What follows belongs to an exercise in optimizing a design on an open flow for small area and a short achievable clock period; a production flow would make more cautious choices. In this exercise RTL edits were held to simulation tests only and were not proved equivalent to the original. Power and IR drop assume default switching activity.

--- design/flow/config.mk ---
export PLATFORM = sky130hd
export DESIGN_NAME = logo_key
export DESIGN_NICKNAME = logo_key
export VERILOG_FILES = /design/flow/design.v
export SDC_FILE = /design/flow/constraint.sdc
export NUM_CORES = 4
export LEC_CHECK = 0
export ABC_AREA = 1
export CAP_MARGIN = 20
export CORE_MARGIN = 2
export CORE_UTILIZATION = 40
export CTS_CLUSTER_DIAMETER = 80
export CTS_CLUSTER_SIZE = 22
export SETUP_SLACK_MARGIN = 5
export SLEW_MARGIN = 20
--- design/flow/constraint.sdc ---
create_clock -name core_clock -period 8.0 [get_ports {Pclk_Rx}]
set_input_delay 1.6000 -clock core_clock [delete_from_list [all_inputs] [get_ports {Pclk_Rx}]]
set_output_delay 1.6000 -clock core_clock [all_outputs]
set_load 0.01 [all_outputs]
--- design/flow/run.sh ---
#!/bin/bash
# synth_recipe.tcl (not shown) runs the flow's synth.tcl, then flattens the netlist and writes it again
# the make line also repeats each setting of config.mk as NAME=value (left out here)
make -C /OpenROAD-flow-scripts/flow DESIGN_CONFIG=/design/flow/config.mk WORK_HOME=/design/flow/orfs CLKGATE_MAP_FILE= SYNTH_SCRIPT=/design/flow/synth_recipe.tcl finish
--- design/flow/design.v ---
package logo_key_pkg;
  typedef struct packed {
    logic [8-1:0] hi;    
    logic [8-1:0] lo;    
    logic [8-1:0] key;   
  } logo_pixel_t;
  typedef struct packed {
    logic [12-1:0] x;
    logic [11-1:0] y;
  } raster_pos_t;
  typedef struct packed {
    logic [12-1:0] x_start;
    logic [11-1:0] y_start;
    logic [12-1:0] x_end;
    logic [11-1:0] y_end;
  } window_t;
  typedef struct packed {
    logic [10-1:0] hi;
    logic [10-1:0] lo;
  } video_word_t;
  typedef struct packed {
    logic f;
    logic v;
    logic h;
  } hvf_t;
  typedef enum logic [4-1:0] {
    REG_MODE    = 4'd0,
    REG_X_START = 4'd1,
    REG_Y_START = 4'd2,
    REG_X_END   = 4'd3,
    REG_Y_END   = 4'd4
  } reg_addr_e;
  typedef enum logic [2:0] {
    FS_IDLE,
    FS_FILL_FIRST,    
    FS_FILL_SECOND,   
    FS_REFILL         
  } fetch_state_e;
endpackage
`timescale 1ns/1ps
module raster_counter (
  input  logic                  Pclk_Rx,
  input  logic                  reset_n,
  input  logo_key_pkg::hvf_t    rx_hvf,
  input  logo_key_pkg::window_t window,     
  input  logo_key_pkg::window_t win_pend,   
  output logic                  frame_start,
  output logic                  in_window
);
  logic [12-1:0] x_cnt;
  logic [11-1:0] y_cnt;
  logic               h_d;   
  logic               v_d;
  logic               x_hit;   
  logic               y_hit;   
  logic [12-1:0] x_inc;
  logic [11-1:0] y_inc;
  logic               h_rise;
  logic               xz_w, xz_p, xi_w;
  logic               yz_w, yi_w, yc_p;
  logic               x_hit_nx, y_hit_nx;
  assign x_inc = x_cnt + 1'b1;
  assign y_inc = y_cnt + 1'b1;
  assign xz_w = (window.x_start == '0) && (window.x_end != '0);
  assign xz_p = (win_pend.x_start == '0) && (win_pend.x_end != '0);
  assign xi_w = (x_inc >= window.x_start) && (x_inc < window.x_end);
  assign yz_w = (window.y_start == '0) && (window.y_end != '0);
  assign yi_w = (y_inc >= window.y_start) && (y_inc < window.y_end);
  assign yc_p = (y_cnt >= win_pend.y_start) && (y_cnt < win_pend.y_end);
  assign frame_start = v_d && !rx_hvf.v;
  assign h_rise      = rx_hvf.h && !h_d;
  always_comb
  begin
    if (rx_hvf.h)
      x_hit_nx = frame_start ? xz_p : xz_w;
    else
      x_hit_nx = xi_w;
    if (h_rise)
    begin
      if (rx_hvf.v)
        y_hit_nx = yz_w;
      else
        y_hit_nx = yi_w;
    end
    else
      y_hit_nx = frame_start ? yc_p : y_hit;
  end
  always_ff @(posedge Pclk_Rx or negedge reset_n)
  begin
    if (!reset_n)
    begin
      x_cnt <= '0;
      y_cnt <= '0;
      h_d   <= 1'b0;
      v_d   <= 1'b0;
      x_hit <= 1'b0;
      y_hit <= 1'b0;
    end
    else
    begin
      h_d   <= rx_hvf.h;
      v_d   <= rx_hvf.v;
      x_hit <= x_hit_nx;
      y_hit <= y_hit_nx;
      if (rx_hvf.h)
        x_cnt <= '0;
      else
        x_cnt <= x_inc;
      if (h_rise)   
      begin
        if (rx_hvf.v)
          y_cnt <= '0;   
        else
          y_cnt <= y_inc;
      end
    end
  end
  assign in_window = !rx_hvf.h && !rx_hvf.v && x_hit && y_hit;
endmodule
`timescale 1ns/1ps
module key_regs (
  input  logic                      Pclk_Rx,
  input  logic                      reset_n,
  input  logic                      reg_wr,
  input  logic [4-1:0] reg_addr,
  input  logic [16-1:0]      reg_data,
  input  logic                      frame_start,
  output logo_key_pkg::window_t     win_pend,     
  output logo_key_pkg::window_t     window,       
  output logic                      key_enable
);
  logic en_pend;
  always_ff @(posedge Pclk_Rx or negedge reset_n)
  begin
    if (!reset_n)
    begin
      win_pend <= '0;
      en_pend  <= 1'b0;
    end
    else if (reg_wr)
    begin
      case (reg_addr)
        logo_key_pkg::REG_MODE:    en_pend          <= reg_data[0];
        logo_key_pkg::REG_X_START: win_pend.x_start <= reg_data[12-1:0];
        logo_key_pkg::REG_Y_START: win_pend.y_start <= reg_data[11-1:0];
        logo_key_pkg::REG_X_END:   win_pend.x_end   <= reg_data[12-1:0];
        logo_key_pkg::REG_Y_END:   win_pend.y_end   <= reg_data[11-1:0];
        default: ;   
      endcase
    end
  end
  always_ff @(posedge Pclk_Rx or negedge reset_n)
  begin
    if (!reset_n)
    begin
      window     <= '0;   
      key_enable <= 1'b0;
    end
    else if (frame_start)
    begin
      window     <= win_pend;
      key_enable <= en_pend;
    end
  end
endmodule
`timescale 1ns/1ps
module logo_fetch_fsm (
  input  logic Pclk_Rx,
  input  logic reset_n,
  input  logic frame_start,
  input  logic refill_need,
  input  logic mem_valid,
  output logic fetch_req,
  output logic fetch_restart
);
  logo_key_pkg::fetch_state_e state;
  logic [5:0]   word_cnt;     
  logic         pending;      
  logic         burst_done;
  assign burst_done = mem_valid && (word_cnt == 6'(48 - 1));
  always_ff @(posedge Pclk_Rx or negedge reset_n)
  begin
    if (!reset_n)
    begin
      state         <= logo_key_pkg::FS_IDLE;
      word_cnt      <= '0;
      pending       <= 1'b0;
      fetch_req     <= 1'b0;
      fetch_restart <= 1'b0;
    end
    else
    begin
      fetch_req     <= 1'b0;   
      fetch_restart <= 1'b0;
      if (frame_start)
      begin
        state         <= logo_key_pkg::FS_FILL_FIRST;
        word_cnt      <= '0;
        pending       <= 1'b0;
        fetch_req     <= 1'b1;
        fetch_restart <= 1'b1;
      end
      else
      begin
        if (mem_valid)
          word_cnt <= burst_done ? '0 : word_cnt + 1'b1;
        case (state)
          logo_key_pkg::FS_IDLE:
            if (refill_need)
            begin
              fetch_req <= 1'b1;
              state     <= logo_key_pkg::FS_REFILL;
            end
          logo_key_pkg::FS_FILL_FIRST:
          begin
            if (refill_need)
              pending <= 1'b1;
            if (burst_done)
            begin
              fetch_req <= 1'b1;   
              state     <= logo_key_pkg::FS_FILL_SECOND;
            end
          end
          default:  
            if (burst_done)
            begin
              if (pending || refill_need)
              begin
                fetch_req <= 1'b1;
                pending   <= 1'b0;
                state     <= logo_key_pkg::FS_REFILL;
              end
              else
                state <= logo_key_pkg::FS_IDLE;
            end
            else if (refill_need)
              pending <= 1'b1;
        endcase
      end
    end
  end
endmodule
`timescale 1ns/1ps
module logo_buffer (
  input  logic        Pclk_Rx,
  input  logic        reset_n,
  input  logic        frame_start,
  input  logic        in_window,
  input  logic        mem_valid,
  input  logic [23:0] mem_pixel,
  output logic [23:0] logo_pixel,    
  output logic        refill_need
);
  localparam int PTR_W = $clog2(96);
  localparam logic [PTR_W-1:0] LAST = PTR_W'(96 - 1);
  localparam logic [PTR_W-1:0] HALF_LAST = PTR_W'(48 - 1);
  localparam int DEPTH = 96;
  localparam int NL = 8;                    
  localparam int NG = DEPTH / NL;
  logic [23:0] ring [0:DEPTH-1];
  logic [PTR_W-1:0] wr_ptr;
  logic [PTR_W-1:0] rd_ptr;
  logic [PTR_W-1:0] rd_nxt;      
  logic [PTR_W-1:0] rd_nxt_inc;  
  logic [NG-1:0]    nxt_grp;     
  logic [NL-1:0]    nxt_lane;    
  logic [NG-1:0]    grp_nx;
  logic [NL-1:0]    lane_nx;
  logic [NG-1:0]    wr_grp;      
  logic [NL-1:0]    wr_lane;
  logic             wq_valid;    
  logic [PTR_W-1:0] wq_ptr;
  logic [23:0]      wq_word;
  logic [NG-1:0]    wq_grp;      
  logic [NL-1:0]    wq_lane;
  logic [DEPTH-1:0] nxt_sel;     
  logic             nxt_wq;      
  logic             nxt_wq_nx;
  logic [23:0]      tree_lo, tree_hi;
  logic [23:0]      rd_lo, rd_hi, rd_wq, zero_read;
  logic             use_wq_nx, use_hi_nx, use_lo_nx;
  logic             wr_at_rd, wr_at_nxt, wr_at_0;
  always_comb
  begin
    for (int g = 0; g < NG; g++)
      wr_grp[g] = (wr_ptr[PTR_W-1:3] == 4'(g));
    for (int l = 0; l < NL; l++)
      wr_lane[l] = (wr_ptr[2:0] == 3'(l));
  end
  always_ff @(posedge Pclk_Rx or negedge reset_n)
  begin
    if (!reset_n)
    begin
      wq_valid <= 1'b0;
      wq_grp   <= '0;
    end
    else
    begin
      wq_valid <= mem_valid;
      wq_grp   <= wr_grp & {NG{mem_valid}};
    end
  end
  always_ff @(posedge Pclk_Rx)
  begin
    wq_ptr  <= wr_ptr;
    wq_lane <= wr_lane;
    wq_word <= mem_pixel;
  end
  always_ff @(posedge Pclk_Rx)
  begin
    for (int i = 0; i < DEPTH; i++)
      if (wq_grp[i / NL] && wq_lane[i % NL])
        ring[i] <= wq_word;
  end
  always_comb
  begin
    if (frame_start)
    begin
      grp_nx  = NG'(1);
      lane_nx = NL'(2);
      nxt_wq_nx = mem_valid && (wr_ptr == PTR_W'(1));
    end
    else if (in_window)
    begin
      lane_nx = {nxt_lane[NL-2:0], nxt_lane[NL-1]};
      grp_nx  = nxt_lane[NL-1] ? {nxt_grp[NG-2:0], nxt_grp[NG-1]} : nxt_grp;
      nxt_wq_nx = mem_valid && (wr_ptr == rd_nxt_inc);
    end
    else
    begin
      lane_nx = nxt_lane;
      grp_nx  = nxt_grp;
      nxt_wq_nx = mem_valid && (wr_ptr == rd_nxt);
    end
  end
  always_ff @(posedge Pclk_Rx)
  begin
    for (int i = 0; i < DEPTH; i++)
      nxt_sel[i] <= grp_nx[i / NL] && lane_nx[i % NL]
                    && !(mem_valid && wr_grp[i / NL] && wr_lane[i % NL]);
    nxt_wq <= nxt_wq_nx;
  end
  always_comb
  begin
    tree_lo = nxt_wq ? wq_word : '0;
    tree_hi = '0;
    for (int i = 0; i < DEPTH / 2; i++)
      tree_lo = tree_lo | (ring[i] & {24{nxt_sel[i]}});
    for (int i = DEPTH / 2; i < DEPTH; i++)
      tree_hi = tree_hi | (ring[i] & {24{nxt_sel[i]}});
  end
  assign zero_read = (wq_valid && wq_ptr == '0) ? wq_word : ring[0];
  assign logo_pixel = rd_lo | rd_hi | rd_wq;
  assign wr_at_rd  = mem_valid && (wr_ptr == rd_ptr);
  assign wr_at_nxt = mem_valid && (wr_ptr == rd_nxt);
  assign wr_at_0   = mem_valid && (wr_ptr == '0);
  always_comb
  begin
    if (frame_start)
    begin
      use_wq_nx = wr_at_0;
      use_hi_nx = 1'b0;
    end
    else if (in_window)
    begin
      use_wq_nx = wr_at_nxt;
      use_hi_nx = !wr_at_nxt && !nxt_wq && (|nxt_grp[NG-1:NG/2]);
    end
    else
    begin
      use_wq_nx = wr_at_rd;
      use_hi_nx = 1'b0;
    end
  end
  assign use_lo_nx = !use_wq_nx && !use_hi_nx;
  always_ff @(posedge Pclk_Rx)
  begin
    if (!use_lo_nx)
      rd_lo <= '0;
    else if (frame_start)
      rd_lo <= zero_read;
    else if (in_window)
      rd_lo <= tree_lo;
    else
      rd_lo <= logo_pixel;
    rd_hi <= use_hi_nx ? tree_hi : '0;
    rd_wq <= use_wq_nx ? mem_pixel : '0;
  end
  assign rd_nxt_inc = (rd_nxt == LAST) ? '0 : rd_nxt + 1'b1;
  always_ff @(posedge Pclk_Rx or negedge reset_n)
  begin
    if (!reset_n)
    begin
      wr_ptr      <= '0;
      rd_ptr      <= '0;
      rd_nxt      <= PTR_W'(1);
      nxt_grp     <= NG'(1);
      nxt_lane    <= NL'(2);
      refill_need <= 1'b0;
    end
    else if (frame_start)
    begin
      wr_ptr      <= '0;
      rd_ptr      <= '0;
      rd_nxt      <= PTR_W'(1);
      nxt_grp     <= NG'(1);
      nxt_lane    <= NL'(2);
      refill_need <= 1'b0;
    end
    else
    begin
      if (mem_valid)
        wr_ptr <= (wr_ptr == LAST) ? '0 : wr_ptr + 1'b1;
      if (in_window)
      begin
        rd_ptr <= rd_nxt;
        rd_nxt <= rd_nxt_inc;
      end
      nxt_lane <= lane_nx;
      nxt_grp  <= grp_nx;
      refill_need <= in_window && (rd_ptr == HALF_LAST || rd_ptr == LAST);
    end
  end
endmodule
`timescale 1ns/1ps
module blend_csa (
  input  logic [7:0]  fg,
  input  logic [7:0]  bg,
  input  logic [7:0]  key,
  output logic [47:0] r   
);
  wire [7:0] m0 = key[0] ? fg : bg;
  wire [7:0] m1 = key[1] ? fg : bg;
  wire [7:0] m2 = key[2] ? fg : bg;
  wire [7:0] m3 = key[3] ? fg : bg;
  wire [7:0] m4 = key[4] ? fg : bg;
  wire [7:0] m5 = key[5] ? fg : bg;
  wire [7:0] m6 = key[6] ? fg : bg;
  wire [7:0] m7 = key[7] ? fg : bg;
  wire ts0 = m0[5] ^ m1[4];
  wire tc0 = m0[5] & m1[4];
  wire ts1 = m0[6] ^ m1[5] ^ m2[4];
  wire tc1 = (m0[6] & m1[5]) | (m0[6] & m2[4]) | (m1[5] & m2[4]);
  wire ts2 = m3[3] ^ m4[2];
  wire tc2 = m3[3] & m4[2];
  wire ts3 = m0[7] ^ m1[6] ^ m2[5];
  wire tc3 = (m0[7] & m1[6]) | (m0[7] & m2[5]) | (m1[6] & m2[5]);
  wire ts4 = m3[4] ^ m4[3] ^ m5[2];
  wire tc4 = (m3[4] & m4[3]) | (m3[4] & m5[2]) | (m4[3] & m5[2]);
  wire ts5 = m6[1] ^ m7[0];
  wire tc5 = m6[1] & m7[0];
  wire ts6 = m1[7] ^ m2[6] ^ m3[5];
  wire tc6 = (m1[7] & m2[6]) | (m1[7] & m3[5]) | (m2[6] & m3[5]);
  wire ts7 = m4[4] ^ m5[3] ^ m6[2];
  wire tc7 = (m4[4] & m5[3]) | (m4[4] & m6[2]) | (m5[3] & m6[2]);
  wire ts8 = m2[7] ^ m3[6] ^ m4[5];
  wire tc8 = (m2[7] & m3[6]) | (m2[7] & m4[5]) | (m3[6] & m4[5]);
  wire ts9 = m0[3] ^ m1[2];
  wire tc9 = m0[3] & m1[2];
  wire ts10 = m0[4] ^ m1[3] ^ m2[2];
  wire tc10 = (m0[4] & m1[3]) | (m0[4] & m2[2]) | (m1[3] & m2[2]);
  wire ts11 = m3[1] ^ m4[0];
  wire tc11 = m3[1] & m4[0];
  wire ts12 = m2[3] ^ m3[2] ^ m4[1];
  wire tc12 = (m2[3] & m3[2]) | (m2[3] & m4[1]) | (m3[2] & m4[1]);
  wire ts13 = m5[0] ^ bg[5] ^ ts0;
  wire tc13 = (m5[0] & bg[5]) | (m5[0] & ts0) | (bg[5] & ts0);
  wire ts14 = m5[1] ^ m6[0] ^ bg[6];
  wire tc14 = (m5[1] & m6[0]) | (m5[1] & bg[6]) | (m6[0] & bg[6]);
  wire ts15 = ts1 ^ ts2 ^ tc0;
  wire tc15 = (ts1 & ts2) | (ts1 & tc0) | (ts2 & tc0);
  wire ts16 = bg[7] ^ ts3 ^ ts4;
  wire tc16 = (bg[7] & ts3) | (bg[7] & ts4) | (ts3 & ts4);
  wire ts17 = ts5 ^ tc1 ^ tc2;
  wire tc17 = (ts5 & tc1) | (ts5 & tc2) | (tc1 & tc2);
  wire ts18 = m7[1] ^ ts6 ^ ts7;
  wire tc18 = (m7[1] & ts6) | (m7[1] & ts7) | (ts6 & ts7);
  wire ts19 = tc3 ^ tc4 ^ tc5;
  wire tc19 = (tc3 & tc4) | (tc3 & tc5) | (tc4 & tc5);
  wire ts20 = m5[4] ^ m6[3] ^ m7[2];
  wire tc20 = (m5[4] & m6[3]) | (m5[4] & m7[2]) | (m6[3] & m7[2]);
  wire ts21 = ts8 ^ tc6 ^ tc7;
  wire tc21 = (ts8 & tc6) | (ts8 & tc7) | (tc6 & tc7);
  wire ts22 = m3[7] ^ m4[6] ^ m5[5];
  wire tc22 = (m3[7] & m4[6]) | (m3[7] & m5[5]) | (m4[6] & m5[5]);
  wire ts23 = m6[4] ^ m7[3] ^ tc8;
  wire tc23 = (m6[4] & m7[3]) | (m6[4] & tc8) | (m7[3] & tc8);
  wire ts24 = m4[7] ^ m5[6] ^ m6[5];
  wire tc24 = (m4[7] & m5[6]) | (m4[7] & m6[5]) | (m5[6] & m6[5]);
  wire ts25 = m0[2] ^ m1[1];
  wire tc25 = m0[2] & m1[1];
  wire ts26 = m2[1] ^ m3[0] ^ bg[3];
  wire tc26 = (m2[1] & m3[0]) | (m2[1] & bg[3]) | (m3[0] & bg[3]);
  wire ts27 = bg[4] ^ ts10 ^ ts11;
  wire tc27 = (bg[4] & ts10) | (bg[4] & ts11) | (ts10 & ts11);
  wire ts28 = ts12 ^ ts13 ^ tc10;
  wire tc28 = (ts12 & ts13) | (ts12 & tc10) | (ts13 & tc10);
  wire ts29 = ts14 ^ ts15 ^ tc12;
  wire tc29 = (ts14 & ts15) | (ts14 & tc12) | (ts15 & tc12);
  wire ts30 = ts16 ^ ts17 ^ tc14;
  wire tc30 = (ts16 & ts17) | (ts16 & tc14) | (ts17 & tc14);
  wire ts31 = ts18 ^ ts19 ^ tc16;
  wire tc31 = (ts18 & ts19) | (ts18 & tc16) | (ts19 & tc16);
  wire ts32 = ts20 ^ ts21 ^ tc18;
  wire tc32 = (ts20 & ts21) | (ts20 & tc18) | (ts21 & tc18);
  wire ts33 = ts22 ^ ts23 ^ tc20;
  wire tc33 = (ts22 & ts23) | (ts22 & tc20) | (ts23 & tc20);
  wire ts34 = m7[4] ^ ts24 ^ tc22;
  wire tc34 = (m7[4] & ts24) | (m7[4] & tc22) | (ts24 & tc22);
  wire ts35 = m5[7] ^ m6[6] ^ m7[5];
  wire tc35 = (m5[7] & m6[6]) | (m5[7] & m7[5]) | (m6[6] & m7[5]);
  assign r[0] = m0[0];
  assign r[16] = bg[0];
  assign r[32] = 1'b0;
  assign r[1] = m0[1];
  assign r[17] = m1[0];
  assign r[33] = bg[1];
  assign r[2] = m2[0];
  assign r[18] = bg[2];
  assign r[34] = ts25;
  assign r[3] = ts9;
  assign r[19] = ts26;
  assign r[35] = tc25;
  assign r[4] = tc9;
  assign r[20] = ts27;
  assign r[36] = tc26;
  assign r[5] = tc11;
  assign r[21] = ts28;
  assign r[37] = tc27;
  assign r[6] = tc13;
  assign r[22] = ts29;
  assign r[38] = tc28;
  assign r[7] = tc15;
  assign r[23] = ts30;
  assign r[39] = tc29;
  assign r[8] = tc17;
  assign r[24] = ts31;
  assign r[40] = tc30;
  assign r[9] = tc19;
  assign r[25] = ts32;
  assign r[41] = tc31;
  assign r[10] = tc21;
  assign r[26] = ts33;
  assign r[42] = tc32;
  assign r[11] = tc23;
  assign r[27] = ts34;
  assign r[43] = tc33;
  assign r[12] = tc24;
  assign r[28] = ts35;
  assign r[44] = tc34;
  assign r[13] = m6[7];
  assign r[29] = m7[6];
  assign r[45] = tc35;
  assign r[14] = m7[7];
  assign r[30] = 1'b0;
  assign r[46] = 1'b0;
  assign r[15] = 1'b0;
  assign r[31] = 1'b0;
  assign r[47] = 1'b0;
endmodule
module blend_add (
  input  logic [47:0] r,
  output logic [7:0]  q
);
  wire us0 = r[0] ^ r[16];
  wire uc0 = r[0] & r[16];
  wire us1 = r[1] ^ r[17] ^ r[33];
  wire uc1 = (r[1] & r[17]) | (r[1] & r[33]) | (r[17] & r[33]);
  wire us2 = r[2] ^ r[18] ^ r[34];
  wire uc2 = (r[2] & r[18]) | (r[2] & r[34]) | (r[18] & r[34]);
  wire us3 = r[3] ^ r[19] ^ r[35];
  wire uc3 = (r[3] & r[19]) | (r[3] & r[35]) | (r[19] & r[35]);
  wire us4 = r[4] ^ r[20] ^ r[36];
  wire uc4 = (r[4] & r[20]) | (r[4] & r[36]) | (r[20] & r[36]);
  wire us5 = r[5] ^ r[21] ^ r[37];
  wire uc5 = (r[5] & r[21]) | (r[5] & r[37]) | (r[21] & r[37]);
  wire us6 = r[6] ^ r[22] ^ r[38];
  wire uc6 = (r[6] & r[22]) | (r[6] & r[38]) | (r[22] & r[38]);
  wire us7 = r[7] ^ r[23] ^ r[39];
  wire uc7 = (r[7] & r[23]) | (r[7] & r[39]) | (r[23] & r[39]);
  wire us8 = r[8] ^ r[24] ^ r[40];
  wire uc8 = (r[8] & r[24]) | (r[8] & r[40]) | (r[24] & r[40]);
  wire us9 = r[9] ^ r[25] ^ r[41];
  wire uc9 = (r[9] & r[25]) | (r[9] & r[41]) | (r[25] & r[41]);
  wire us10 = r[10] ^ r[26] ^ r[42];
  wire uc10 = (r[10] & r[26]) | (r[10] & r[42]) | (r[26] & r[42]);
  wire us11 = r[11] ^ r[27] ^ r[43];
  wire uc11 = (r[11] & r[27]) | (r[11] & r[43]) | (r[27] & r[43]);
  wire us12 = r[12] ^ r[28] ^ r[44];
  wire uc12 = (r[12] & r[28]) | (r[12] & r[44]) | (r[28] & r[44]);
  wire us13 = r[13] ^ r[29] ^ r[45];
  wire uc13 = (r[13] & r[29]) | (r[13] & r[45]) | (r[29] & r[45]);
  wire us14 = r[14] ^ r[30] ^ r[46];
  wire uc14 = (r[14] & r[30]) | (r[14] & r[46]) | (r[30] & r[46]);
  wire us15 = r[15] ^ r[31] ^ r[47];
  wire uc15 = (r[15] & r[31]) | (r[15] & r[47]) | (r[31] & r[47]);
  wire [15:0] s, c;
  assign s[0] = r[32];
  assign c[0] = us0;
  assign s[1] = us1;
  assign c[1] = uc0;
  assign s[2] = us2;
  assign c[2] = uc1;
  assign s[3] = us3;
  assign c[3] = uc2;
  assign s[4] = us4;
  assign c[4] = uc3;
  assign s[5] = us5;
  assign c[5] = uc4;
  assign s[6] = us6;
  assign c[6] = uc5;
  assign s[7] = us7;
  assign c[7] = uc6;
  assign s[8] = us8;
  assign c[8] = uc7;
  assign s[9] = us9;
  assign c[9] = uc8;
  assign s[10] = us10;
  assign c[10] = uc9;
  assign s[11] = us11;
  assign c[11] = uc10;
  assign s[12] = us12;
  assign c[12] = uc11;
  assign s[13] = us13;
  assign c[13] = uc12;
  assign s[14] = us14;
  assign c[14] = uc13;
  assign s[15] = us15;
  assign c[15] = uc14;
  wire [15:0] g0 = s & c;
  wire [15:0] p0 = s ^ c;
  wire [15:0] g1, p1;
  assign g1[0] = g0[0];
  assign p1[0] = p0[0];
  assign g1[1] = g0[1] | (p0[1] & g0[0]);
  assign p1[1] = p0[1] & p0[0];
  assign g1[2] = g0[2] | (p0[2] & g0[1]);
  assign p1[2] = p0[2] & p0[1];
  assign g1[3] = g0[3] | (p0[3] & g0[2]);
  assign p1[3] = p0[3] & p0[2];
  assign g1[4] = g0[4] | (p0[4] & g0[3]);
  assign p1[4] = p0[4] & p0[3];
  assign g1[5] = g0[5] | (p0[5] & g0[4]);
  assign p1[5] = p0[5] & p0[4];
  assign g1[6] = g0[6] | (p0[6] & g0[5]);
  assign p1[6] = p0[6] & p0[5];
  assign g1[7] = g0[7] | (p0[7] & g0[6]);
  assign p1[7] = p0[7] & p0[6];
  assign g1[8] = g0[8] | (p0[8] & g0[7]);
  assign p1[8] = p0[8] & p0[7];
  assign g1[9] = g0[9] | (p0[9] & g0[8]);
  assign p1[9] = p0[9] & p0[8];
  assign g1[10] = g0[10] | (p0[10] & g0[9]);
  assign p1[10] = p0[10] & p0[9];
  assign g1[11] = g0[11] | (p0[11] & g0[10]);
  assign p1[11] = p0[11] & p0[10];
  assign g1[12] = g0[12] | (p0[12] & g0[11]);
  assign p1[12] = p0[12] & p0[11];
  assign g1[13] = g0[13] | (p0[13] & g0[12]);
  assign p1[13] = p0[13] & p0[12];
  assign g1[14] = g0[14] | (p0[14] & g0[13]);
  assign p1[14] = p0[14] & p0[13];
  assign g1[15] = g0[15] | (p0[15] & g0[14]);
  assign p1[15] = p0[15] & p0[14];
  wire [15:0] g2, p2;
  assign g2[0] = g1[0];
  assign p2[0] = p1[0];
  assign g2[1] = g1[1];
  assign p2[1] = p1[1];
  assign g2[2] = g1[2] | (p1[2] & g1[0]);
  assign p2[2] = p1[2] & p1[0];
  assign g2[3] = g1[3] | (p1[3] & g1[1]);
  assign p2[3] = p1[3] & p1[1];
  assign g2[4] = g1[4] | (p1[4] & g1[2]);
  assign p2[4] = p1[4] & p1[2];
  assign g2[5] = g1[5] | (p1[5] & g1[3]);
  assign p2[5] = p1[5] & p1[3];
  assign g2[6] = g1[6] | (p1[6] & g1[4]);
  assign p2[6] = p1[6] & p1[4];
  assign g2[7] = g1[7] | (p1[7] & g1[5]);
  assign p2[7] = p1[7] & p1[5];
  assign g2[8] = g1[8] | (p1[8] & g1[6]);
  assign p2[8] = p1[8] & p1[6];
  assign g2[9] = g1[9] | (p1[9] & g1[7]);
  assign p2[9] = p1[9] & p1[7];
  assign g2[10] = g1[10] | (p1[10] & g1[8]);
  assign p2[10] = p1[10] & p1[8];
  assign g2[11] = g1[11] | (p1[11] & g1[9]);
  assign p2[11] = p1[11] & p1[9];
  assign g2[12] = g1[12] | (p1[12] & g1[10]);
  assign p2[12] = p1[12] & p1[10];
  assign g2[13] = g1[13] | (p1[13] & g1[11]);
  assign p2[13] = p1[13] & p1[11];
  assign g2[14] = g1[14] | (p1[14] & g1[12]);
  assign p2[14] = p1[14] & p1[12];
  assign g2[15] = g1[15] | (p1[15] & g1[13]);
  assign p2[15] = p1[15] & p1[13];
  wire [15:0] g3, p3;
  assign g3[0] = g2[0];
  assign p3[0] = p2[0];
  assign g3[1] = g2[1];
  assign p3[1] = p2[1];
  assign g3[2] = g2[2];
  assign p3[2] = p2[2];
  assign g3[3] = g2[3];
  assign p3[3] = p2[3];
  assign g3[4] = g2[4] | (p2[4] & g2[0]);
  assign p3[4] = p2[4] & p2[0];
  assign g3[5] = g2[5] | (p2[5] & g2[1]);
  assign p3[5] = p2[5] & p2[1];
  assign g3[6] = g2[6] | (p2[6] & g2[2]);
  assign p3[6] = p2[6] & p2[2];
  assign g3[7] = g2[7] | (p2[7] & g2[3]);
  assign p3[7] = p2[7] & p2[3];
  assign g3[8] = g2[8] | (p2[8] & g2[4]);
  assign p3[8] = p2[8] & p2[4];
  assign g3[9] = g2[9] | (p2[9] & g2[5]);
  assign p3[9] = p2[9] & p2[5];
  assign g3[10] = g2[10] | (p2[10] & g2[6]);
  assign p3[10] = p2[10] & p2[6];
  assign g3[11] = g2[11] | (p2[11] & g2[7]);
  assign p3[11] = p2[11] & p2[7];
  assign g3[12] = g2[12] | (p2[12] & g2[8]);
  assign p3[12] = p2[12] & p2[8];
  assign g3[13] = g2[13] | (p2[13] & g2[9]);
  assign p3[13] = p2[13] & p2[9];
  assign g3[14] = g2[14] | (p2[14] & g2[10]);
  assign p3[14] = p2[14] & p2[10];
  assign g3[15] = g2[15] | (p2[15] & g2[11]);
  assign p3[15] = p2[15] & p2[11];
  wire [15:0] g4, p4;
  assign g4[0] = g3[0];
  assign p4[0] = p3[0];
  assign g4[1] = g3[1];
  assign p4[1] = p3[1];
  assign g4[2] = g3[2];
  assign p4[2] = p3[2];
  assign g4[3] = g3[3];
  assign p4[3] = p3[3];
  assign g4[4] = g3[4];
  assign p4[4] = p3[4];
  assign g4[5] = g3[5];
  assign p4[5] = p3[5];
  assign g4[6] = g3[6];
  assign p4[6] = p3[6];
  assign g4[7] = g3[7];
  assign p4[7] = p3[7];
  assign g4[8] = g3[8] | (p3[8] & g3[0]);
  assign p4[8] = p3[8] & p3[0];
  assign g4[9] = g3[9] | (p3[9] & g3[1]);
  assign p4[9] = p3[9] & p3[1];
  assign g4[10] = g3[10] | (p3[10] & g3[2]);
  assign p4[10] = p3[10] & p3[2];
  assign g4[11] = g3[11] | (p3[11] & g3[3]);
  assign p4[11] = p3[11] & p3[3];
  assign g4[12] = g3[12] | (p3[12] & g3[4]);
  assign p4[12] = p3[12] & p3[4];
  assign g4[13] = g3[13] | (p3[13] & g3[5]);
  assign p4[13] = p3[13] & p3[5];
  assign g4[14] = g3[14] | (p3[14] & g3[6]);
  assign p4[14] = p3[14] & p3[6];
  assign g4[15] = g3[15] | (p3[15] & g3[7]);
  assign p4[15] = p3[15] & p3[7];
  assign q[0] = p0[8] ^ g4[7];
  assign q[1] = p0[9] ^ g4[8];
  assign q[2] = p0[10] ^ g4[9];
  assign q[3] = p0[11] ^ g4[10];
  assign q[4] = p0[12] ^ g4[11];
  assign q[5] = p0[13] ^ g4[12];
  assign q[6] = p0[14] ^ g4[13];
  assign q[7] = p0[15] ^ g4[14];
endmodule
module video_keyer (
  input  logic        Pclk_Rx,
  input  logic        reset_n,
  input  logic [19:0] rx_data,      
  input  logic [2:0]  rx_hvf,
  input  logic [23:0] logo_pixel,   
  input  logic        key_on,
  output logic [19:0] tx_data,
  output logic [2:0]  tx_hvf
);
  logic [19:0] s1_video;
  logic        s1_key_on;
  logic [2:0]  s1_hvf;
  logic [47:0] s1_r_hi, s1_r_lo;
  logic [47:0] r_hi, r_lo;
  logic [7:0]  q_hi, q_lo;
  blend_csa u_csa_hi (.fg(logo_pixel[23:16]), .bg(rx_data[19:12]), .key(logo_pixel[7:0]),
                      .r(r_hi));
  blend_csa u_csa_lo (.fg(logo_pixel[15:8]),  .bg(rx_data[9:2]),   .key(logo_pixel[7:0]),
                      .r(r_lo));
  always_ff @(posedge Pclk_Rx or negedge reset_n)
  begin
    if (!reset_n)
    begin
      s1_video  <= '0;
      s1_key_on <= 1'b0;
      s1_hvf    <= '0;
    end
    else
    begin
      s1_video  <= rx_data;
      s1_key_on <= key_on;
      s1_hvf    <= rx_hvf;
    end
  end
  always_ff @(posedge Pclk_Rx)
  begin
    s1_r_hi <= r_hi;
    s1_r_lo <= r_lo;
  end
  blend_add u_add_hi (.r(s1_r_hi), .q(q_hi));
  blend_add u_add_lo (.r(s1_r_lo), .q(q_lo));
  always_ff @(posedge Pclk_Rx or negedge reset_n)
  begin
    if (!reset_n)
    begin
      tx_data <= '0;
      tx_hvf  <= '0;
    end
    else
    begin
      if (s1_key_on)
        tx_data <= {q_hi, 2'b11, q_lo, 2'b11};
      else
        tx_data <= s1_video;
      tx_hvf <= s1_hvf;
    end
  end
endmodule
`timescale 1ns/1ps
module logo_key (
  input  logic                      Pclk_Rx,
  input  logic                      reset_n,
  input  logic [2*10-1:0] rx_data,     
  input  logic [2:0]                rx_hvf,      
  input  logic                      reg_wr,
  input  logic [4-1:0] reg_addr,
  input  logic [16-1:0]      reg_data,
  input  logic                      mem_valid,
  input  logic [3*8-1:0]   mem_pixel,   
  output logic [2*10-1:0] tx_data,     
  output logic [2:0]                tx_hvf,      
  output logic                      fetch_req,
  output logic                      fetch_restart
);
  logo_key_pkg::hvf_t    rx_sync;
  logo_key_pkg::window_t window;
  logo_key_pkg::window_t win_pend;
  logic [23:0] logo_pixel;
  logic        frame_start;
  logic        in_window;
  logic        key_enable;
  logic        refill_need;
  assign rx_sync = rx_hvf;
  raster_counter u_raster_counter (
    .Pclk_Rx     (Pclk_Rx),
    .reset_n     (reset_n),
    .rx_hvf      (rx_sync),
    .window      (window),
    .win_pend    (win_pend),
    .frame_start (frame_start),
    .in_window   (in_window)
  );
  key_regs u_key_regs (
    .Pclk_Rx     (Pclk_Rx),
    .reset_n     (reset_n),
    .reg_wr      (reg_wr),
    .reg_addr    (reg_addr),
    .reg_data    (reg_data),
    .frame_start (frame_start),
    .win_pend    (win_pend),
    .window      (window),
    .key_enable  (key_enable)
  );
  logo_fetch_fsm u_logo_fetch_fsm (
    .Pclk_Rx       (Pclk_Rx),
    .reset_n       (reset_n),
    .frame_start   (frame_start),
    .refill_need   (refill_need),
    .mem_valid     (mem_valid),
    .fetch_req     (fetch_req),
    .fetch_restart (fetch_restart)
  );
  logo_buffer u_logo_buffer (
    .Pclk_Rx     (Pclk_Rx),
    .reset_n     (reset_n),
    .frame_start (frame_start),
    .in_window   (in_window),
    .mem_valid   (mem_valid),
    .mem_pixel   (mem_pixel),
    .logo_pixel  (logo_pixel),
    .refill_need (refill_need)
  );
  video_keyer u_video_keyer (
    .Pclk_Rx    (Pclk_Rx),
    .reset_n    (reset_n),
    .rx_data    (rx_data),
    .rx_hvf     (rx_hvf),
    .logo_pixel (logo_pixel),
    .key_on     (in_window && key_enable),
    .tx_data    (tx_data),
    .tx_hvf     (tx_hvf)
  );
endmodule
==> summary.md, run 1 <==
| Metric | Value |
|---|---|
| Clock latency (worst-skew pair) | `0.88 ns` |
| I/O pin count | `96` |
| Synth-to-Final Area Change | `9.929%` |
| Cts hold-fix bufs | `0` |
| Sequential fraction of the synthesis area | `0.7403` |
| Status | `timing/DRC/antenna clean` |
| Slew @ Worst Pin | `1.201 ns` |
| Layout cell share with drive strength beyond 1 | `0.07079` |
| R2R cell count | `8` |
| R2r setup slk | `4.95 ns` |
| Register area | `80940 sq um` |
| EDFF count, synth | `2304` |
| Post-layout instance area | `120000 sq um` |
| Commonest cells in the netlist | `2941 x nand2_1, 2304 x edfxtp_1, 538 x nor2_1, 450 x inv_1, 346 x nand4_1` |
| Mapped Avg Cell Area | `12.50 sq um` |
| Core area | `271200 sq um` |
| Iteration-0 DRC Markers | `12.43k` |
| Root Buffer | `clkbuf_16` |
| CTS tree | `done` |
| Capture point of the worst reg-to-reg path | `u_logo_buffer.rd_hi[9]` |
| TNS Setup | `0 ns` |
| First-pass GRT wire length | `535.5 mm` |
| CP Class | `reg -> reg` |
| GR Util All Layers | `0.2777` |
| Post-route ant nets | `0` |
| Synth async-reset ratio | `0.08204` |
| Initial antenna violation count | `17` |
| # port buffers | `91` |
| # clock sinks | `2828` |
| DRC violations left | `0` |
| Detailed Route WL | `394.4 mm` |
| Yosys reg bits | `2828` |
| Worst Hold Class | `reg -> reg` |
| Vias per cell | `5.908` |
| Pins Over Slew Limit | `0` |
| Unrepaired setup endpoints after global routing | `yes` |
| Setup violators final | `0` |
| Fmax | `327.5 MHz` |
| Hold Path Stages | `0` |
| Pwr dens | `253.3 nW/um^2` |
| Drt first pass iters | `8` |
| Clk_skew | `0.04054 ns` |
| Die area | `277200 sq um` |
| Final worst-path cycle share | `0.3817` |
| Max rail drop VDD | `0.1745 mV` |
| Yosys top cell by area | `edfxtp_1` |
| Largest cells by area after synthesis | `edfxtp_1 63%, nand2_1 10%, dfxtp_1 5.4%` |
| Rows | `191` |
| Area share of the largest cell type after synthesis | `0.6336` |
| Syn. warnings | `6` |
| Syn Std Cell Area | `109200 sq um` |
| Clock Tree Buf Depth | `3` |
| Final Hold Slack | `0.3704 ns` |
| Hold Path End | `u_video_keyer.tx_hvf[2]` |
| Multi-input gate area | `25730 sq um` |
| Critical path required time | `8.73 ns` |
| Leakage | `0.04373 uW` |
| CP arrival | `3.78 ns` |
| Filler Cells Inserted | `24.24k` |
| Critical Path Start Type | `register` |
| Syn nets | `9009` |
| Die outline height | `526.5 um` |
| Final hold vios | `0` |
| Pin count of the biggest net entering global routing | `191` |
| Syn Inst Count | `8739` |
| CP endpoint kind | `register` |
| Max cap viols | `0` |
| Ys flop type | `edfxtp_1` |
| H-tree depth | `4` |
| Die width | `526.5 um` |
| Initial cell density of the core | `0.4026` |
| Worst Hold Launch | `u_video_keyer.s1_hvf[2]` |
| NumNets Final | `9188` |
| Number of global-route vias before repair | `67.65k` |
| RePlAce Congestion | `0.9036` |
| Relative slew margins | `0.1979` |
| Most frequent cell after synthesis | `nand2_1` |
| DR WL/cell | `31.40 um` |
| CP max FO | `18` |
| Post-DP HPWL | `219.2 mm` |
| Reg-to-reg startpoint | `u_logo_buffer.nxt_sel[88]` |
| Min Tclk post-route | `3.053 ns` |
| Vias | `74.22k` |
| DP Area | `115500 sq um` |
| GRT overflow | `0` |
| CTS clk-pin slew, worst paths | `0.09 ns` |
| Clock buffer count from CTS | `149` |
| Post-synth cell types | `54` |
-- cells in the final DEF (no fill, tap or decap), drive strengths merged, types with 12 or more instances in the layout --
master	Yosys	routed
nor3	82	82
dfxtp	292	292
fa	86	86
nand3b	17	17
a21oi	82	82
a22o	94	94
ha	113	113
nor2	543	544
buf	32	285
clkbuf	286	203
dfrtp	229	229
a221oi	121	121
nor4	21	21
clkdlybuf4s50	0	47
o22ai	18	18
edfxtp	2304	2304
nand4	347	347
nand3	191	192
xor2	19	19
nand2	2944	2945
o211ai	12	12
o21ai	273	273
inv	466	474
a211oi	100	100
-- sequential cells by signal (all words and copies together) (netlist names), 20 cells and up --
signal                  count
u_key_regs.win_pend        46
u_key_regs.window          46
u_logo_buffer.nxt_sel      96
u_logo_buffer.rd_hi        24
u_logo_buffer.rd_lo        24
u_logo_buffer.rd_wq        24
u_logo_buffer.ring       2304
u_logo_buffer.wq_word      24
u_video_keyer.s1_r_hi      42
u_video_keyer.s1_r_lo      42
u_video_keyer.s1_video     20
u_video_keyer.tx_data      20
-- logic make-up after synthesis --
kind of cell | synth area share
xor+xnor | 0.002166
flops | 0.7403
mux | 0.0001833
fa+ha+maj | 0.02871
compound gates | 0.04469
simple gates | 0.1563
buf+inv | 0.02758
-- report_power, final --
| group | switching, uW | leakage, uW | internal, uW |
|---|---|---|---|
| Combinational | 3350 | 0.0155 | 1840 |
| Sequential | 437 | 0.0261 | 16400 |
| Clock | 4710 | 0.00207 | 3630 |
-- layout make-up --
type | instances | share of cell area
repair buffers | 343 | 0.02325
flip-flops and latches | 2828 | 0.6743
clock inverters | 18 | 0.002147
well taps | 3570 | 0.03721
multi-input cells | 5128 | 0.2143
diodes | 8 | 0.0001668
inverters | 468 | 0.01510
clock buffers | 199 | 0.03350
-- per-layer routing --
metal  routed length [um]  vias to the layer above  global-route usage
li1                     -                    30697                   -
met1               146600                    37115              0.3720
met2               172200                     5367              0.4240
met3                54080                     1028             0.07378
met4                21290                       10              0.1231
met5                  282                        -            0.005887
-- timing repair --
item                                    CTS  global route
gates cloned                              3             1
endpoints found under the hold margin     0             0
endpoints found under the setup margin  275           141
resized for setup                       181            43
pin swaps                                 3             3
buffers inserted                          3             4
-- worst max-delay path: stages, from the launching register on --
cell and delay (ns):
dfxtp_1 0.31, buf_4 0.23, buf_4 0.30, a221oi_1 0.42, nand2_1 0.39, nor2_1 0.18
nand2_1 0.22, nor2_1 0.72, nor2_1 0.10
-- worst max-delay path by stage --
stage / slack [ns] / depth (start not counted) / from / endpoint
after global placement: 2.96 / 8 / rx_hvf[1] / u_logo_buffer.nxt_sel[31]
after detailed placement: 2.90 / 9 / rx_hvf[0] / u_logo_buffer.rd_lo[23]
after global routing: 4.96 / 1 / u_video_keyer.tx_data[10] / tx_data[10]
after floorplan: 4.57 / 8 / rx_data[7] / u_video_keyer.s1_r_lo[25]
after CTS: 4.94 / 1 / u_video_keyer.tx_data[5] / tx_data[5]
final: 4.95 / 8 / u_logo_buffer.nxt_sel[88] / u_logo_buffer.rd_hi[9]
-- through the flow --
| step | cells | worst slack, ns | utilization | power (uW) |
|---|---|---|---|---|
| after floorplan | 8739 | 4.568 | - | 20520 |
| after global placement | 12324 | 2.960 | 0.4257 | 22130 |
| after detailed placement | 12324 | 2.898 | 0.4257 | 22260 |
| after CTS | 12547 | 4.945 | 0.4418 | 30330 |
| after global routing | 12555 | 4.965 | 0.4425 | 31650 |
| final | 12562 | 4.947 | 0.4425 | 30410 |
==> run 2, diff against run 1 <==
--- a/design/flow/config.mk
+++ b/design/flow/config.mk
@@ -7,3 +7,2 @@
 export LEC_CHECK = 0
-export ABC_AREA = 1
 export CAP_MARGIN = 20
==> run 2 against run 1 <==
  * Still clean
  * Worst hold slack better by 0.0043 ns
  * Sequential share of layout area up 2.2 points
  * Worst setup slack better by 0.076 ns
  * Critical path depth down 7
  * Clock power down 2%
  * Flip-flop and latch count unchanged
  * Combinational power down 11%
  * Area after synthesis down 3.9%
  * Synthesized cell count down 29%
  * Global-route usage up 0.37 points
  * Critical path type is now reg -> out
  * Largest cell class unchanged
==> summary.md, run 2 <==
| Metric | Value |
|---|---|
| Syn Inst Count | `6190 (was 8739)` |
| Die area | `266500 sq um (was 277200 sq um)` |
| Clk_skew | `0.04085 ns (was 0.04054 ns)` |
| Slew @ Worst Pin | `1.334 ns (was 1.201 ns)` |
| Pins Over Slew Limit | `0 (unchanged)` |
| Setup violators final | `0 (unchanged)` |
| Max reg flops | `2304 (unchanged)` |
| Die outline height | `516.3 um (was 526.5 um)` |
| Syn nets | `6460 (was 9009)` |
| Post-route ant nets | `0 (unchanged)` |
| Syn. warnings | `6 (unchanged)` |
| Relative slew margins | `0.1027 (was 0.1979)` |
| Layout cell share with drive strength beyond 1 | `0.1247 (was 0.07079)` |
| Post-synth cell types | `70 (was 54)` |
| Crit-path slowest cell | `dfrtp_1 (was nor2_1)` |
| Rows | `188 (was 191)` |
| DRC violations left | `0 (unchanged)` |
| GR Util All Layers | `0.2815 (was 0.2777)` |
| Root Buffer | `clkbuf_16 (unchanged)` |
| Area share of the largest cell type after synthesis | `0.6591 (was 0.6336)` |
| Min Tclk post-route | `2.978 ns (was 3.053 ns)` |
| Clock Tree Buf Depth | `3 (unchanged)` |
| Pre-CTS WS | `2.439 ns (was 2.898 ns)` |
| Leakage | `0.03839 uW (was 0.04373 uW)` |
| Largest cells by area after synthesis | `edfxtp_1 66%, dfxtp_1 5.6%, dfrtp_1 5.5% (was edfxtp_1 63%, nand2_1 10%, dfxtp_1 5.4%)` |
| CP endpoint | `tx_data[4] (was u_logo_buffer.rd_hi[9])` |
| Drt first pass iters | `8 (unchanged)` |
| Final core occ | `0.4443 (was 0.4425)` |
| EDFF count, synth | `2304 (unchanged)` |
| Sequential fraction of the synthesis area | `0.7702 (was 0.7403)` |
| CTS clk-pin slew, worst paths | `0.09 ns (about the same)` |
| Detailed Route WL | `385.1 mm (was 394.4 mm)` |
| I/O pin count | `96 (unchanged)` |
| TNS Setup | `0 ns (unchanged)` |
| Yosys reg bits | `2828 (unchanged)` |
| Initial antenna violation count | `14 (was 17)` |
| R2r setup slk | `5.03 ns (was 4.95 ns)` |
| Final hold vios | `0 (unchanged)` |
| H-tree depth | `4 (unchanged)` |
| CP Class | `reg -> out (was reg -> reg)` |
| CTS tree | `done (unchanged)` |
| Synth-to-Final Area Change | `10.72% (was 9.929%)` |
| Status | `timing/DRC/antenna clean (unchanged)` |
| # clock sinks | `2828 (unchanged)` |
| Worst Hold Class | `reg -> reg (unchanged)` |
| R2R cell count | `9 (was 8)` |
| Commonest cells in the netlist | `2304 x edfxtp_1, 521 x a22o_1, 510 x a221oi_1, 302 x clkbuf_1, 292 x dfxtp_1 (was 2941 x nand2_1, 2304 x edfxtp_1, 538 x nor2_1, 450 x inv_1, 346 x nand4_1)` |
| CP max FO | `1 (was 18)` |
| Cts hold-fix bufs | `0 (unchanged)` |
| Post-DP HPWL | `201.6 mm (was 219.2 mm)` |
| Pin count of the biggest net entering global routing | `190 (was 191)` |
| GRT overflow | `0 (unchanged)` |
| DR WL/cell | `38.57 um (was 31.40 um)` |
| Critical path startpoint | `u_video_keyer.tx_data[4] (was u_logo_buffer.nxt_sel[88])` |
| Worst path buffer plus inverter count | `1 (was 2)` |
| First-pass GRT wire length | `515.1 mm (was 535.5 mm)` |
| Pwr dens | `256.3 nW/um^2 (was 253.3 nW/um^2)` |
| Ys flop type | `edfxtp_1 (unchanged)` |
| Fmax | `335.8 MHz (was 327.5 MHz)` |
| Most frequent cell after synthesis | `edfxtp_1 (was nand2_1)` |
| Iteration-0 DRC Markers | `12.39k (was 12.43k)` |
| Top flop regs | `u_logo_buffer.ring (2304), u_logo_buffer.nxt_sel (96) (unchanged)` |
| CP arrival | `1.38 ns (was 3.78 ns)` |
| Synth async-reset ratio | `0.08204 (unchanged)` |
| Unrepaired setup endpoints after global routing | `yes (unchanged)` |
| # port buffers | `91 (unchanged)` |
| Critical Path Start Type | `register (unchanged)` |
| RePlAce Congestion | `0.8816 (was 0.9036)` |
| Worst path depth | `1 (was 8)` |
| Initial cell density of the core | `0.4013 (was 0.4026)` |
| Number of global-route vias before repair | `60.63k (was 67.65k)` |
| Clock buffer count from CTS | `147 (was 149)` |
| Worst path max stage delay | `0.38 ns (was 0.72 ns)` |
| Cell family with the largest share of critical-path delay | `flip-flops (was simple AND/OR/NAND/NOR gates)` |
| Critical path required time | `6.40 ns (was 8.73 ns)` |
| Vias per cell | `6.606 (was 5.908)` |
| Commonest cells after routing, fill and taps aside | `2304 x edfxtp_1, 521 x a22o_1, 509 x a221oi_1 (was 2934 x nand2_1, 2304 x edfxtp_1, 531 x nor2_1)` |
| CP endpoint kind | `output pin (was register)` |
| Clock latency (worst-skew pair) | `0.86 ns (was 0.88 ns)` |
| Yosys top cell by area | `edfxtp_1 (unchanged)` |
| Fin worst setup slack | `5.022 ns (was 4.947 ns)` |
| Mapped Avg Cell Area | `16.96 sq um (was 12.50 sq um)` |
| Commonest non-fill, non-tap cell in the layout | `edfxtp_1 (was nand2_1)` |
| CP cell instances | `buf_2 (was buf_4 > buf_4 > a221oi_1 > nand2_1 > nor2_1 > nand2_1 > nor2_1 > nor2_1)` |
| NumNets Final | `6660 (was 9188)` |
| Max rail drop VDD | `0.3655 mV (was 0.1745 mV)` |
| Max cap viols | `0 (unchanged)` |
| Top reg by flops | `u_logo_buffer.ring (unchanged)` |
| Syn Std Cell Area | `105000 sq um (was 109200 sq um)` |
| Final worst-path cycle share | `0.3722 (was 0.3817)` |
| Vias | `65.96k (was 74.22k)` |
| Reg-to-reg startpoint | `u_logo_buffer.rd_lo[2] (was u_logo_buffer.nxt_sel[88])` |
| Die width | `516.3 um (was 526.5 um)` |
| Capture point of the worst reg-to-reg path | `u_video_keyer.s1_r_hi[25] (was u_logo_buffer.rd_hi[9])` |
| Core area | `261600 sq um (was 271200 sq um)` |
[run 2: power by group]
group	internal (uW)	leakage [uW]	total, uW	switching (uW)
registers	16500	0.0261	17000	516
logic	1820	0.0103	4600	2780
clock network	3590	0.00201	8210	4620
total	21900	0.0384	29800	7910
[run 2: logic make-up (layout without fill, tap and decap cells)]
family,count (synthesis),count (layout),synth area share
buf+inv,473,745,0.01745
simple gates,943,944,0.04699
other cells,0,6,0
fa+ha+maj,199,199,0.02987
mux,73,73,0.007724
compound gates,1631,1631,0.1242
flops,2828,2828,0.7702
xor+xnor,43,43,0.003588
[run 2: metrics by stage]
step           hold slack, ns  power (uW)  instance area [sq um]  cells
5_1_grt                0.3792       30900                 116200   9981
3_5_place_dp           0.3396       21720                 111400   9728
3_3_place_gp           0.3433       21610                 111400   9728
2_1_floorplan          0.3312       20080                 105200   6190
4_1_cts                0.3743       29750                 116100   9973
6_report               0.3747       29790                 116200   9984
[run 2: area by class of cell]
class | instances | area, sq um
fillers | 22651 | 145400
well taps | 3515 | 4398
clock buffers | 213 | 4054
clock inverters | 9 | 118.9
multi-input cells | 2890 | 22920
flip-flops and latches | 2828 | 80960
repair buffers | 375 | 3183
inverters | 147 | 568.0
diodes | 6 | 15.01
repair inverters | 1 | 8.758
[run 2: worst min path at each step]
| stage | startpoint | end | slack [ns] | depth (start not counted) |
|---|---|---|---|---|
| 6_report | u_video_keyer.s1_hvf[2] | u_video_keyer.tx_hvf[2] | 0.37 | 0 |
| 2_1_floorplan | u_video_keyer.s1_hvf[2] | u_video_keyer.tx_hvf[2] | 0.33 | 0 |
| 4_1_cts | u_video_keyer.s1_hvf[2] | u_video_keyer.tx_hvf[2] | 0.37 | 0 |
| 5_1_grt | u_video_keyer.s1_hvf[2] | u_video_keyer.tx_hvf[2] | 0.38 | 0 |
| 3_3_place_gp | u_video_keyer.s1_hvf[2] | u_video_keyer.tx_hvf[2] | 0.34 | 0 |
| 3_5_place_dp | u_video_keyer.s1_hvf[2] | u_video_keyer.tx_hvf[2] | 0.34 | 0 |
[run 2: what timing repair did]
action | CTS | global route
pin swaps | 6 | 5
gates cloned | 5 | 0
setup endpoints to repair | 334 | 54
setup buffers | 18 | 3
gates resized for setup | 218 | 45
[run 2: routing by layer]
layer  GRT usage  vias up  routed length (um)
li1            -    25430                   -
met1      0.3756    34083              138200
met2      0.4378     5450              172900
met3     0.06991      982               53790
met4      0.1207       12               20100
met5           0        -                  76
==> run 3, diff against run 2 <==
--- a/design/flow/config.mk
+++ b/design/flow/config.mk
@@ -9,3 +9,3 @@
 export CORE_MARGIN = 2
-export CORE_UTILIZATION = 40
+export CORE_UTILIZATION = 50
 export CTS_CLUSTER_DIAMETER = 80
==> run 3 against run 2 <==
  * Still clean
  * Design area is 0.63% lower
  * Clock power is 3.8% higher
  * Non-clock buffer count is 4 higher
  * First-iteration DRC count is 7.1% higher
  * Cell count is 7.0% lower
  * Area after synthesis stayed put
  * Worst setup slack worse by 0.036 ns
  * Count of clock-buffer cells in the layout is 1 higher
  * Critical path depth is 5 higher
  * Clock skew is 0.0021 ns lower
  * Highest routed layer unchanged
==> summary.md, run 3 <==
| Metric | Value |
|---|---|
| Max rail drop VDD | `0.3048 mV (was 0.3655 mV)` |
| Die area | `213600 sq um (was 266500 sq um)` |
| Final hold vios | `0 (unchanged)` |
| Number of instances in the placed design | `9023 (was 9728)` |
| Largest cells by area after synthesis | `edfxtp_1 66%, dfxtp_1 5.6%, dfrtp_1 5.5% (unchanged)` |
| Setup violators final | `0 (unchanged)` |
| GRT overflow | `0 (unchanged)` |
| R2R cell count | `6 (was 9)` |
| Hold Path End | `u_video_keyer.tx_hvf[2] (unchanged)` |
| EDFF count, synth | `2304 (unchanged)` |
| CP endpoint kind | `register (was output pin)` |
| Status | `timing/DRC/antenna clean (unchanged)` |
| Detailed Route WL | `385.9 mm (was 385.1 mm)` |
| Fmax | `331.7 MHz (was 335.8 MHz)` |
| CP max FO | `19 (was 1)` |
| Clock latency (worst-skew pair) | `0.86 ns (about the same)` |
| Synth async-reset ratio | `0.08204 (unchanged)` |
| First-pass GRT wire length | `515.2 mm (was 515.1 mm)` |
| Hold Path Stages | `0 (unchanged)` |
| Die width | `462.2 um (was 516.3 um)` |
| R2r setup slk | `4.99 ns (was 5.03 ns)` |
| Post-route ant nets | `0 (unchanged)` |
| Vias | `66.32k (was 65.96k)` |
| CP Class | `reg -> reg (was reg -> out)` |
| Xor and xnor area share after synthesis | `0.003588 (unchanged)` |
| Sequential fraction of the synthesis area | `0.7702 (unchanged)` |
| Ys flop type | `edfxtp_1 (unchanged)` |
| Unrepaired setup endpoints after global routing | `yes (unchanged)` |
| DRC violations left | `0 (unchanged)` |
| Synth-to-Final Area Change | `10.03% (was 10.72%)` |
| Capture point of the worst reg-to-reg path | `u_logo_buffer.rd_hi[0] (was u_video_keyer.s1_r_hi[25])` |
| # clock sinks | `2828 (unchanged)` |
| Die outline height | `462.2 um (was 516.3 um)` |
| Mapped Avg Cell Area | `16.96 sq um (unchanged)` |
| Pin count of the biggest net entering global routing | `186 (was 190)` |
| Layout cell share with drive strength beyond 1 | `0.1255 (was 0.1247)` |
| Pre-CTS WS | `2.672 ns (was 2.439 ns)` |
| # port buffers | `91 (unchanged)` |
| Syn nets | `6460 (unchanged)` |
| Critical path required time | `8.75 ns (was 6.40 ns)` |
| Min Tclk post-route | `3.014 ns (was 2.978 ns)` |
| DR WL/cell | `41.54 um (was 38.57 um)` |
| CP arrival | `3.76 ns (was 1.38 ns)` |
| Pwr dens | `258.8 nW/um^2 (was 256.3 nW/um^2)` |
| Rows | `168 (was 188)` |
| NumNets Final | `6668 (was 6660)` |
| Combinational family with the most area after synthesis | `compound AO/OA/AOI/OAI gates (unchanged)` |
| Pins Over Slew Limit | `0 (unchanged)` |
| Finished Layout Cells | `9290 (was 9984)` |
| Worst Hold Class | `reg -> reg (unchanged)` |
| Critical Path Start Type | `register (unchanged)` |
| Post-synthesis mux area share | `0.007724 (unchanged)` |
| CTS tree | `done (unchanged)` |
| Root Buffer | `clkbuf_16 (unchanged)` |
| Syn Std Cell Area | `105000 sq um (unchanged)` |
| Yosys top cell by area | `edfxtp_1 (unchanged)` |
| Iteration-0 DRC Markers | `13.27k (was 12.39k)` |
| Filler Cells Inserted | `16.37k (was 22.65k)` |
| Top reg by flops | `u_logo_buffer.ring (unchanged)` |
| Synth Area in Adders | `0.02987 (unchanged)` |
| Clock Tree Buf Depth | `3 (unchanged)` |
| Clk_skew | `0.03874 ns (was 0.04085 ns)` |
| Vias per cell | `7.139 (was 6.606)` |
| Leakage | `0.03853 uW (was 0.03839 uW)` |
| Number of global-route vias before repair | `60.73k (was 60.63k)` |
| Commonest cells in the netlist | `2304 x edfxtp_1, 521 x a22o_1, 510 x a221oi_1, 302 x clkbuf_1, 292 x dfxtp_1 (unchanged)` |
| Slew @ Worst Pin | `1.254 ns (was 1.334 ns)` |
| CTS clk-pin slew, worst paths | `0.10 ns (was 0.09 ns)` |
| Syn Inst Count | `6190 (unchanged)` |
| RePlAce Congestion | `0.8521 (was 0.8816)` |
| Post-DP HPWL | `201.6 mm (about the same)` |
| Relative slew margins | `0.1576 (was 0.1027)` |
| Final worst-path cycle share | `0.3768 (was 0.3722)` |
| Max cap viols | `0 (unchanged)` |
| Initial antenna violation count | `16 (was 14)` |
| Most frequent cell after synthesis | `edfxtp_1 (unchanged)` |
| TNS Setup | `0 ns (unchanged)` |
| Initial cell density of the core | `0.5019 (was 0.4013)` |
| Worst Hold Launch | `u_video_keyer.s1_hvf[2] (unchanged)` |
| Commonest non-fill, non-tap cell in the layout | `edfxtp_1 (unchanged)` |
| Core area | `209200 sq um (was 261600 sq um)` |
| I/O pin count | `96 (unchanged)` |
| H-tree depth | `4 (unchanged)` |
| Clock buffer count from CTS | `150 (was 147)` |
| Post-Synth Simple-Gate Area | `0.04699 (unchanged)` |
| Commonest cells after routing, fill and taps aside | `2304 x edfxtp_1, 521 x a22o_1, 510 x a221oi_1 (was 2304 x edfxtp_1, 521 x a22o_1, 509 x a221oi_1)` |
| Fin worst setup slack | `4.986 ns (was 5.022 ns)` |
| Yosys reg bits | `2828 (unchanged)` |
| Synth Area in Compound Gates | `0.1242 (unchanged)` |
| Area share of the largest cell type after synthesis | `0.6591 (unchanged)` |
| Post-synth cell types | `70 (unchanged)` |
| Top flop regs | `u_logo_buffer.ring (2304), u_logo_buffer.nxt_sel (96) (unchanged)` |
| Reg-to-reg startpoint | `u_logo_buffer.nxt_sel[54] (was u_logo_buffer.rd_lo[2])` |
| GR Util All Layers | `0.3567 (was 0.2815)` |
| Max reg flops | `2304 (unchanged)` |
| Syn. warnings | `6 (unchanged)` |
| Drt first pass iters | `8 (unchanged)` |
## run 3: cell counts after synthesis
Identical to the previous run, type by type.
## run 3: worst max-delay path by stage
stage                                         start                        end  slack [ns]
after floorplan                          rx_data[8]  u_video_keyer.s1_r_lo[25]        4.52
after global placement                    rx_hvf[0]     u_logo_buffer.rd_lo[7]        2.65
after detailed placement                  rx_hvf[0]     u_logo_buffer.rd_lo[7]        2.67
after CTS                 u_video_keyer.tx_data[12]                tx_data[12]        4.97
after global routing      u_raster_counter.x_cnt[0]     u_raster_counter.x_hit        4.80
final                     u_logo_buffer.nxt_sel[54]     u_logo_buffer.rd_hi[0]        4.99
## run 3: cell families after synthesis
family / count (synthesis)
simple gates: 943
fa+ha+maj: 199
compound gates: 1631
mux: 73
xor+xnor: 43
flops: 2828
buf+inv: 473
## run 3: metal layers
metal	vias to the layer above	part of all wire	global-route usage
met1	34261	0.36	0.4959
li1	25454	-	-
met2	5644	0.43	0.5256
met5	-	0.00024	0
met3	948	0.15	0.1054
met4	12	0.052	0.1510
## run 3: where the power goes
part | total (uW) | switching, uW | internal [uW]
Combinational | 4470 | 2700 | 1770
Sequential | 16900 | 428 | 16500
Clock | 8520 | 4740 | 3790
Total | 29900 | 7870 | 22000
## run 3: final cells by class
class / instances / area [sq um] / area share
diodes: 6 / 15.01 / 0.0001300
clock buffers: 214 / 4195 / 0.03633
clock inverters: 19 / 266.5 / 0.002308
inverters: 147 / 559.3 / 0.004843
multi-input cells: 2892 / 22820 / 0.1976
flip-flops and latches: 2828 / 80960 / 0.7010
well taps: 2805 / 3510 / 0.03039
repair buffers: 379 / 3163 / 0.02739
## run 3: repair_timing
item                       4_1_cts  5_1_grt
hold buffers                     0        0
pin swaps                        4        6
setup endpoints to repair      282      138
resized for setup              190       52
gates cloned                     5        0
setup buffers                   16        4
## run 3: stage by stage
step                      utilization  area [sq um]  hold slack (ns)  power [uW]
after floorplan                     -        105200           0.3312       20080
after global placement         0.5280        110400           0.3426       21420
after detailed placement       0.5281        110500           0.3477       21560
after CTS                      0.5512        115300           0.3557       29840
after global routing           0.5521        115500           0.3583       31000
final                          0.5522        115500           0.3532       29890
## run 3: worst max-delay path: stages (launching register included)
cell	delay (ns)
dfxtp_1	0.49
buf_4	0.42
a22o_1	0.31
a221oi_1	0.26
nand4_1	0.56
nor4_4	0.75
nor2_1	0.08
==> run 4, diff against run 3 <==
--- a/design/flow/config.mk
+++ b/design/flow/config.mk
@@ -9,5 +9,5 @@
 export CORE_MARGIN = 2
-export CORE_UTILIZATION = 50
-export CTS_CLUSTER_DIAMETER = 80
-export CTS_CLUSTER_SIZE = 22
+export CORE_UTILIZATION = 40
+export CTS_CLUSTER_DIAMETER = 90
+export CTS_CLUSTER_SIZE = 26
 export SETUP_SLACK_MARGIN = 5
==> run 4 against run 3 <==
  * First-iteration DRC count decreased by 6.1%
  * Core utilization shrank 11 points
  * Clock power is 11% lower
  * Total power shrank 2.5%
  * Fmax increased by 1.8%
  * Wire length decreased by 0.42%
  * Combinational power rose by 3%
  * Design area rose by 0.18%
  * Worst hold slack gained 0.019 ns
  * Flip-flop and latch count did not move
  * Largest power group unchanged
==> summary.md, run 4 <==
| Metric | Value |
|---|---|
| Clock buffer count from CTS | `121 (was 150)` |
| Post-layout instance area | `115700 sq um (was 115500 sq um)` |
| CTS tree | `done (unchanged)` |
| Unrepaired setup endpoints after global routing | `no (was yes)` |
| Reg-to-reg startpoint | `u_logo_buffer.rd_lo[2] (was u_logo_buffer.nxt_sel[54])` |
| Fmax | `337.6 MHz (was 331.7 MHz)` |
| Yosys top cell by area | `edfxtp_1 (unchanged)` |
| Hold Path End | `u_video_keyer.tx_hvf[2] (unchanged)` |
| Sequential fraction of the synthesis area | `0.7702 (unchanged)` |
| Hold Path Stages | `0 (unchanged)` |
| Die area | `266500 sq um (was 213600 sq um)` |
| CP max FO | `26 (was 19)` |
| Status | `timing/DRC/antenna clean (unchanged)` |
| Switch share | `0.2698 (was 0.2632)` |
| Relative slew margins | `0.1933 (was 0.1576)` |
| H-tree depth | `3 (was 4)` |
| Syn Inst Count | `6190 (unchanged)` |
| Detailed Route WL | `384.2 mm (was 385.9 mm)` |
| Post-synth cell types | `70 (unchanged)` |
| Syn Std Cell Area | `105000 sq um (unchanged)` |
| TNS Setup | `0 ns (unchanged)` |
| Yosys reg bits | `2828 (unchanged)` |
| Min Tclk post-route | `2.962 ns (was 3.014 ns)` |
| R2R cell count | `9 (was 6)` |
| Internal power | `21280 uW (was 22020 uW)` |
| CP arrival | `3.67 ns (was 3.76 ns)` |
| Clock power share | `0.259 (was 0.285)` |
| R2r setup slk | `5.06 ns (was 4.99 ns)` |
| Leakage | `0.03810 uW (was 0.03853 uW)` |
| Core area | `261600 sq um (was 209200 sq um)` |
| Die outline height | `516.3 um (was 462.2 um)` |
| CTS clk-pin slew, worst paths | `0.10 ns (about the same)` |
| Critical Path Start Type | `input port (was register)` |
| Clk_skew | `0.05135 ns (was 0.03874 ns)` |
| Initial cell density of the core | `0.4013 (was 0.5019)` |
| Commonest non-fill, non-tap cell in the layout | `edfxtp_1 (unchanged)` |
| Drt first pass iters | `6 (was 8)` |
| CP endpoint kind | `register (unchanged)` |
| Max reg flops | `2304 (unchanged)` |
| Worst path max stage delay | `0.36 ns (was 0.75 ns)` |
| Mapped Avg Cell Area | `16.96 sq um (unchanged)` |
| Top reg by flops | `u_logo_buffer.ring (unchanged)` |
| Synth async-reset ratio | `0.08204 (unchanged)` |
| Post-DP HPWL | `201.6 mm (about the same)` |
| GRT overflow | `0 (unchanged)` |
| Crit-path slowest cell | `a2111o_1 (was nor4_4)` |
| Syn. warnings | `6 (unchanged)` |
| DRC violations left | `0 (unchanged)` |
| RePlAce Congestion | `0.8816 (was 0.8521)` |
run 4: cell counts after synthesis:
Identical to the previous run, type by type.
run 4: cell type report:
cell class / count / area, sq um
diodes: 10 / 25.02
clock inverters: 10 / 131.4
inverters: 147 / 568.0
fillers: 22748 / 145900
well taps: 3515 / 4398
flip-flops and latches: 2828 / 80960
multi-input cells: 2890 / 22940
repair buffers: 379 / 3192
clock buffers: 218 / 3477
repair inverters: 1 / 8.758
run 4: how the worst max path moves through the flow:
stage / start / end / cells after the start
2_1_floorplan: rx_data[8] / u_video_keyer.s1_r_lo[25] / 8
3_3_place_gp: rx_hvf[1] / u_logo_buffer.nxt_sel[95] / 8
3_5_place_dp: rx_hvf[1] / u_logo_buffer.nxt_sel[95] / 8
4_1_cts: u_video_keyer.tx_data[4] / tx_data[4] / 1
5_1_grt: u_raster_counter.y_cnt[0] / u_raster_counter.y_hit / 12
6_report: rx_hvf[1] / u_logo_buffer.rd_lo[9] / 9
run 4: repair_timing:
| item | 4_1_cts | 5_1_grt |
|---|---|---|
| gates resized for setup | 220 | 58 |
| pin swaps | 7 | 6 |
| setup buffers | 19 | 6 |
| setup endpoints to repair | 334 | 83 |
| cloned | 4 | 1 |
run 4: per-stage QoR:
step	std cells	util	hold slack, ns
final	9998	0.4423	0.3718
after global routing	9994	0.4423	0.3830
after CTS	9979	0.4416	0.3773
after detailed placement	9728	0.4258	0.3396
after global placement	9728	0.4257	0.3433
after floorplan	6190	-	0.3312
run 4: per-layer routing:
metal  vias to the layer above  wire (um)  global-route usage  part of all wire
li1                      25394          -                   -                 -
met1                     34200     138300              0.3758              0.36
met2                      5390     171900              0.4331              0.45
met3                       911      53510             0.06602              0.14
met4                         8      20430              0.1245             0.053
met5                         -         45                   0           0.00012
run 4: cells by family (layout without fill, tap and decap cells):
logic type / count (synthesis) / in the layout / synth area share
and+or+nand+nor: 943 / 944 / 0.04699
AOI/OAI and AO/OA: 1631 / 1631 / 0.1242
muxes: 73 / 73 / 0.007724
buffers and inverters: 473 / 755 / 0.01745
other: 0 / 10 / 0
xor gates and xnor gates: 43 / 43 / 0.003588
DFF: 2828 / 2828 / 0.7702
adders and majority gates: 199 / 199 / 0.02987
run 4: power groups by stage:
stage | Clock (uW) | Combinational, uW | Sequential [uW]
final | 7560 | 4610 | 17000
after global routing | 8040 | 5190 | 17000
after CTS | 7550 | 4560 | 17000
after detailed placement | 0 | 4430 | 17300
after global placement | 0 | 4340 | 17300
after floorplan | 0 | 2990 | 17100
